Background: an optimization exercise with open tools, aiming at small area, a short achievable clock period and few clock cycles per item. Do not read the settings as production practice.
At most, simulation tests tie the RTL to the original design; equivalence was not proved.
Power is estimated from default activity; no workload was simulated.

Setup of P:
// pattern_date_time_parser_top
module pattern_date_time_parser_top (
    input  logic                i_clk,
    input  logic                i_rst_n,
    input  logic                i_in_valid,
    output logic                o_in_stall,
    input  logic [8:0]          i_in_data,
    output logic                o_out_valid,
    input  logic                i_out_stall,
    output logic [50:0]         o_out_data,
    input  logic                i_cfg_wr_en,
    input  logic [0:0]          i_cfg_index,
    input  logic [63:0]         i_cfg_wdata
);
==> flow/config.mk <==
export PLATFORM = sky130hd
export DESIGN_NAME = pattern_date_time_parser_top
export DESIGN_NICKNAME = pattern_date_time_parser_top
export VERILOG_FILES = /design/flow/design.v
export SDC_FILE = /design/flow/constraint.sdc
export NUM_CORES = 4
export LEC_CHECK = 0
export CAP_MARGIN = 20
export CORE_MARGIN = 2
export CORE_UTILIZATION = 40
export SLEW_MARGIN = 20
==> flow/constraint.sdc <==
create_clock -name core_clock -period 10.5 [get_ports {i_clk}]
set_input_delay 2.1000 -clock core_clock [delete_from_list [all_inputs] [get_ports {i_clk}]]
set_output_delay 2.1000 -clock core_clock [all_outputs]
set_load 0.01 [all_outputs]
standard.sh (not shown) runs the stock make flow with config.mk's settings and CLKGATE_MAP_FILE= SYNTH_SCRIPT=/design/flow/synth_recipe.tcl, a recipe that flattens the netlist after the stock synthesis.
==> flow/flow/run.sh <==
#!/bin/bash
# Own layout flow: the standard ORFS flow (standard.sh), unchanged except
#  - port buffers use a small fast buffer cell (every port still gets one);
set -euo pipefail
export BUFFER_PORTS_ARGS="-buffer_cell sky130_fd_sc_hd__buf_2"
export SETUP_SLACK_MARGIN=7.5
bash standard.sh > standard.log 2>&1
#### Input delta (Q over P)
--- a/flow/design.v
+++ b/flow/design.v
@@ -70,43 +70,37 @@
     logic [1:0]  n_n;
     logic        bad_n, failed_n;
     logic        wr7, wry, wrleap;
     logic        we_mon, we_day, we_hour, we_min, we_sec;
     logic [3:0]  hi;
     logic [6:0]  v7;
     logic [13:0] vy;
-    logic [9:0]  y_in;
     logic        vleap, vynz;
     logic [1:0]  vmc;
     logic [2:0]  vdc;
     logic        vtok_h, vtok_m;
     logic        lo_zero, lo_div4;
     logic        matched;
     logic        day_ok, valid;
     logic [13:0] n_year;
     logic        n_leap, n_ynz;
     logic [6:0]  n_month, n_day, n_hour, n_minute, n_second;
     logic [1:0]  n_mc;
     logic [2:0]  n_dc;
     logic        n_hok, n_mok, n_sok;
-    logic [63:0] codes_sh1, codes_sh2, codes_sh3;
-    logic [3:0]  w0, w1, w2;
+    logic [63:0] codes_sh1, codes_sh2;
     logic [4:0]  idx_p1, idx_p2, idx_n;
     logic        ge_p2, ge_p3;
     logic        e_l1, e_l2, e_g2, e_g3;
     assign step = i_valid && (!r_ov || !i_out_stall);
     assign codes_sh1 = {4'd0, i_codes[63:4]};
     assign codes_sh2 = {8'd0, i_codes[63:8]};
-    assign codes_sh3 = {12'd0, i_codes[63:12]};
     always_comb begin
-        w0   = codes_sh1[{r_idx[3:1], 3'b000} +: 4];
-        w1   = codes_sh2[{r_idx[3:1], 3'b000} +: 4];
-        w2   = codes_sh3[{r_idx[3:1], 3'b000} +: 4];
-        c1   = r_idx[0] ? w1 : w0;
-        c2   = r_idx[0] ? w2 : w1;
+        c1   = codes_sh1[{r_idx[3:0], 2'b00} +: 4];
+        c2   = codes_sh2[{r_idx[3:0], 2'b00} +: 4];
         cz   = i_codes[3:0];
         e_l1   = r_idx == 5'(i_len - 5'd1);
         e_l2   = r_idx == 5'(i_len - 5'd2);
         e_g2   = r_idx == 5'(i_lf - 5'd2);
         e_g3   = r_idx == 5'(i_lf - 5'd3);
         act1   = r_act && !e_l1;
         act2   = r_act && !e_l1 && !e_l2;
@@ -175,16 +169,20 @@
         end
         idx_n = ({5{inc == 2'd2}} & idx_p2) | ({5{inc == 2'd1}} & idx_p1) |
                 ({5{inc == 2'd0}} & r_idx);
         matched = !r_failed && r_ge1 &&
                   (!r_act || !f0 || (flex0 && (r_n[0] || i_dig)) || (!flex0 && done_fx));
         hi = (flex0 && r_n == 2'd0) ? 4'd0 : r_a;
         v7 = (badn && !(flex0 && r_n == 2'd0)) ? 7'd0 : 7'(7'(i_d) + 7'(hi) * 7'd10);
-        y_in = (r_n == 2'd0) ? (yy ? 10'd19 : 10'd0) : r_year[9:0];
-        vy   = badn ? (yy ? 14'd1900 : 14'd0) : 14'(14'(y_in) * 14'd10 + 14'(i_d));
+        if (badn)
+            vy = yy ? 14'd1900 : 14'd0;
+        else if (r_n == 2'd0)
+            vy = yy ? 14'(8'd190 + 8'(i_d)) : 14'(i_d);
+        else
+            vy = 14'(r_year * 14'd10 + 14'(i_d));
         if (badn)
             vynz = yy;
         else if (r_n == 2'd0)
             vynz = yy || (i_d != 4'd0);
         else
             vynz = r_ynz || (i_d != 4'd0);
         lo_zero = (r_a == 4'd0) && (i_d == 4'd0);
@@ -324,44 +322,37 @@
     output logic [50:0]         o_out_data,
     input  logic                i_cfg_wr_en,
     input  logic [0:0]          i_cfg_index,
     input  logic [63:0]         i_cfg_wdata
 );
     logic [63:0] r_codes;
     logic [4:0]  r_len;          
-    logic        r_cz;           
-    logic [4:0]  len;            
     logic [4:0]  r_lf;           
     logic        r_hv, r_sv;     
     logic [5:0]  r_head, r_skid;
     logic [5:0]  in_item;
     logic        in_dig;
     logic        step;
     logic        head_load;
     logic [4:0]  lf;
     always_ff @(posedge i_clk) begin
         if (!i_rst_n) begin
-            r_len <= '0;
-            r_cz  <= 1'b1;
+            r_codes <= '0;
+            r_len   <= '0;
         end else if (i_cfg_wr_en) begin
             if (i_cfg_index == pdtp_pkg::C_REG_PATTERN_CODES)
-                r_cz <= 1'b0;
+                r_codes <= i_cfg_wdata;
             else
                 r_len <= i_cfg_wdata[4] ? 5'd16 : {1'b0, i_cfg_wdata[3:0]};
         end
     end
-    always_ff @(posedge i_clk) begin
-        if (i_cfg_wr_en && i_cfg_index == pdtp_pkg::C_REG_PATTERN_CODES)
-            r_codes <= i_cfg_wdata;
-    end
-    assign len = r_cz ? 5'd0 : r_len;
     always_comb begin
         lf = 5'd0;
         for (int i = 0; i < pdtp_pkg::C_MAX_CODES; i++) begin
-            if (5'(i) < len && pdtp_pkg::is_field(r_codes[4*i +: 4]))
+            if (5'(i) < r_len && pdtp_pkg::is_field(r_codes[4*i +: 4]))
                 lf = 5'(i + 1);
         end
     end
     always_ff @(posedge i_clk) begin
         r_lf <= lf;
     end
     assign in_dig  = (i_in_data[8:5] == 4'd3) && (i_in_data[4:1] <= 4'd9);
@@ -391,15 +382,15 @@
         .i_clk       (i_clk),
         .i_rst_n     (i_rst_n),
         .i_valid     (r_hv),
         .i_last      (r_head[5]),
         .i_dig       (r_head[4]),
         .i_d         (r_head[3:0]),
         .i_codes     (r_codes),
-        .i_len       (len),
+        .i_len       (r_len),
         .i_lf        (r_lf),
         .i_lf_le1    (lf <= 5'd1),
         .i_out_stall (i_out_stall),
         .o_step      (step),
         .o_valid     (o_out_valid),
         .o_data      (o_out_data)
     );
--- outcome ---
Compared with P, in Q area of the die moved up; power consumed by combinational cells moved up; post-synthesis sequential area ratio moved down; delay of the slowest cell on the worst path moved down.
Count of sequential standard cells for Q is lower than for P.
Compared with P, Q shows register bit total from synthesis lower by about 0.6%.
Multi-input gate share of total cell area in Q is 5.6 points above P.
Q and P ended up with nearly the same clock skew.
In Q the global routing met1 resource utilization turned out 2.7 points higher than in P.
Relative to P, number of nets in the synthesized netlist increased by 215 in Q.
The final layout from Q, which completed every stage, passed the timing, design-rule and antenna checks at the end of the flow.
P completed every stage of the flow, and the final layout passed the timing, design-rule and antenna checks.
Summary — post-route fraction of the period consumed by the critical path, Q relative to P: lower, by 2.7 points.
Initial standard-cell utilization of the core: P vs Q, no meaningful difference
As far as ratio of total power to cell area is concerned, Q and P perform about the same.
Function was not checked in any run of this note: the RTL went through the layout flow alone.

old:
Another version of the RTL of pattern_date_time_parser_top (not shown whole).
For scale: ~130 I/O pins.
Settings: LEC_CHECK=0, CAP_MARGIN=20, CORE_MARGIN=2, CORE_UTILIZATION=40, SLEW_MARGIN=20; clock period 10.5 ns.
Scripts as last shown in full above: flow/flow/run.sh
Testbench counts of old, summed over its fixed seeds: cycles 233,137, chars 233,009.
### old -> new
--- a/flow/design.v
+++ b/flow/design.v
@@ -49,25 +49,24 @@
     logic [1:0]  r_n;
     logic        r_bad, r_failed;
     logic [3:0]  r_a;            
     logic        r_fresh;        
     logic        r_ov;           
     logic [13:0] r_year;
     logic        r_leap, r_ynz;
     logic [6:0]  r_month, r_day, r_hour, r_minute, r_second;
     logic [1:0]  r_mc;
     logic [2:0]  r_dc;
     logic        r_hok, r_mok, r_sok;
     logic        r_matched, r_valid;
-    logic        zl, k_fresh, ld_y, ld_mon, ld_day, ld_hour, ld_min, ld_sec, ld_res;
     logic        step;
     logic [3:0]  c1, c2, cz;
     logic        act1, act2, actz;
     logic        run;
     logic        f0, flex0, y4, yy, isyear, f1, flex1;
     logic        badn, done_fx;
     logic        s_skip, s_fl0d, s_fl0n, s_fl1d, p2, s_fxd, s_fxm, adv1;
     logic        t2, t2f, t2b;
     logic [1:0]  n_n;
     logic        bad_n, failed_n;
     logic        wr7, wry, wrleap;
     logic        we_mon, we_day, we_hour, we_min, we_sec;
@@ -282,53 +281,42 @@
                 r_act <= act2;
                 r_ge1 <= ge_p3;
             end
         end else if (r_idx == 5'd0) begin
             r_c0  <= cz;
             r_act <= actz;
             r_ge1 <= nf[1];
         end
     end
     always_ff @(posedge i_clk) begin
         if (step) begin
             r_a      <= i_d;
+            r_year   <= n_year;
             r_ynz    <= n_ynz;
             r_leap   <= n_leap;
+            r_month  <= n_month;
             r_mc     <= n_mc;
+            r_day    <= n_day;
             r_dc     <= n_dc;
+            r_hour   <= n_hour;
             r_hok    <= n_hok;
+            r_minute <= n_minute;
             r_mok    <= n_mok;
+            r_second <= n_second;
             r_sok    <= n_sok;
         end
-    end
-    always_comb begin
-        zl      = i_last && !matched;
-        k_fresh = !step || (!r_fresh && !zl);
-        ld_y    = step && wry && !zl;
-        ld_mon  = step && we_mon && !zl;
-        ld_day  = step && we_day && !zl;
-        ld_hour = step && we_hour && !zl;
-        ld_min  = step && we_min && !zl;
-        ld_sec  = step && we_sec && !zl;
-        ld_res  = step && i_last;
-    end
-    always_ff @(posedge i_clk) begin
-        r_year    <= ({14{ld_y}}    & vy) | ({14{k_fresh && !(step && wry)}}    & r_year);
-        r_month   <= ({7{ld_mon}}   & v7) | ({7{k_fresh && !(step && we_mon)}}  & r_month);
-        r_day     <= ({7{ld_day}}   & v7) | ({7{k_fresh && !(step && we_day)}}  & r_day);
-        r_hour    <= ({7{ld_hour}}  & v7) | ({7{k_fresh && !(step && we_hour)}} & r_hour);
-        r_minute  <= ({7{ld_min}}   & v7) | ({7{k_fresh && !(step && we_min)}}  & r_minute);
-        r_second  <= ({7{ld_sec}}   & v7) | ({7{k_fresh && !(step && we_sec)}}  & r_second);
-        r_matched <= (ld_res && matched) | (!ld_res && r_matched);
-        r_valid   <= (ld_res && valid)   | (!ld_res && r_valid);
+        if (step && i_last) begin
+            r_matched <= matched;
+            r_valid   <= valid;
+        end
     end
     assign o_step  = step;
     assign o_valid = r_ov;
     assign o_data  = {r_year, r_month, r_day, r_hour, r_minute, r_second, r_matched, r_valid};
 endmodule
 module pattern_date_time_parser_top (
     input  logic                i_clk,
     input  logic                i_rst_n,
     input  logic                i_in_valid,
     output logic                o_in_stall,
     input  logic [8:0]          i_in_data,
     output logic                o_out_valid,
--- outcome ---
- Summary of new over old: share of total power in combinational logic higher, share of post-route cells with drive strength above 1 lower.
- Compared with old, in new global-route usage lower, global routing met2 resource utilization higher, adder-cell share of the synthesized area lower.
- Clock transition at the registers of the reported paths essentially unchanged between new and old.
Function not checked in new: the RTL went through the layout flow alone.

port drivers added, routing unchanged:
How much do the figures lean on ideal ports? The routed layouts below were timed once more, with nothing changed but the port constraints. Step 1 (the two cells are an assumption about what drives the block):
set clk [get_ports {i_clk}]
set_driving_cell -lib_cell sky130_fd_sc_hd__clkbuf_16 $clk
set_driving_cell -lib_cell sky130_fd_sc_hd__buf_2 [delete_from_list [all_inputs] $clk]
Step 2 times the ports against the registers' clock, not the clock port: input delays grow and output delays shrink by t, the midpoint of the rising clock arrivals with the driver on. a / b / c = ideal / step 1 / step 2; a / b = the first two.
run	t, ns	slack for setup (ns)	worst setup path after step 2	worst register clock-pin slew, ns
P	0.478	7.015 / 7.015 / 7.010	input to register	0.08 / 0.08
Q	0.482	7.300 / 7.300 / 7.038	input to register	0.08 / 0.08
old	0.477	7.443 / 7.397 / 7.092	input to register	0.07 / 0.07
new	0.473	7.380 / 7.334 / 6.917	input to register	0.08 / 0.08
After both steps setup and hold are still met in every run listed. The setup slack of new, which loses most, moves by -0.046 ns with the drivers and by -0.463 ns with both steps.
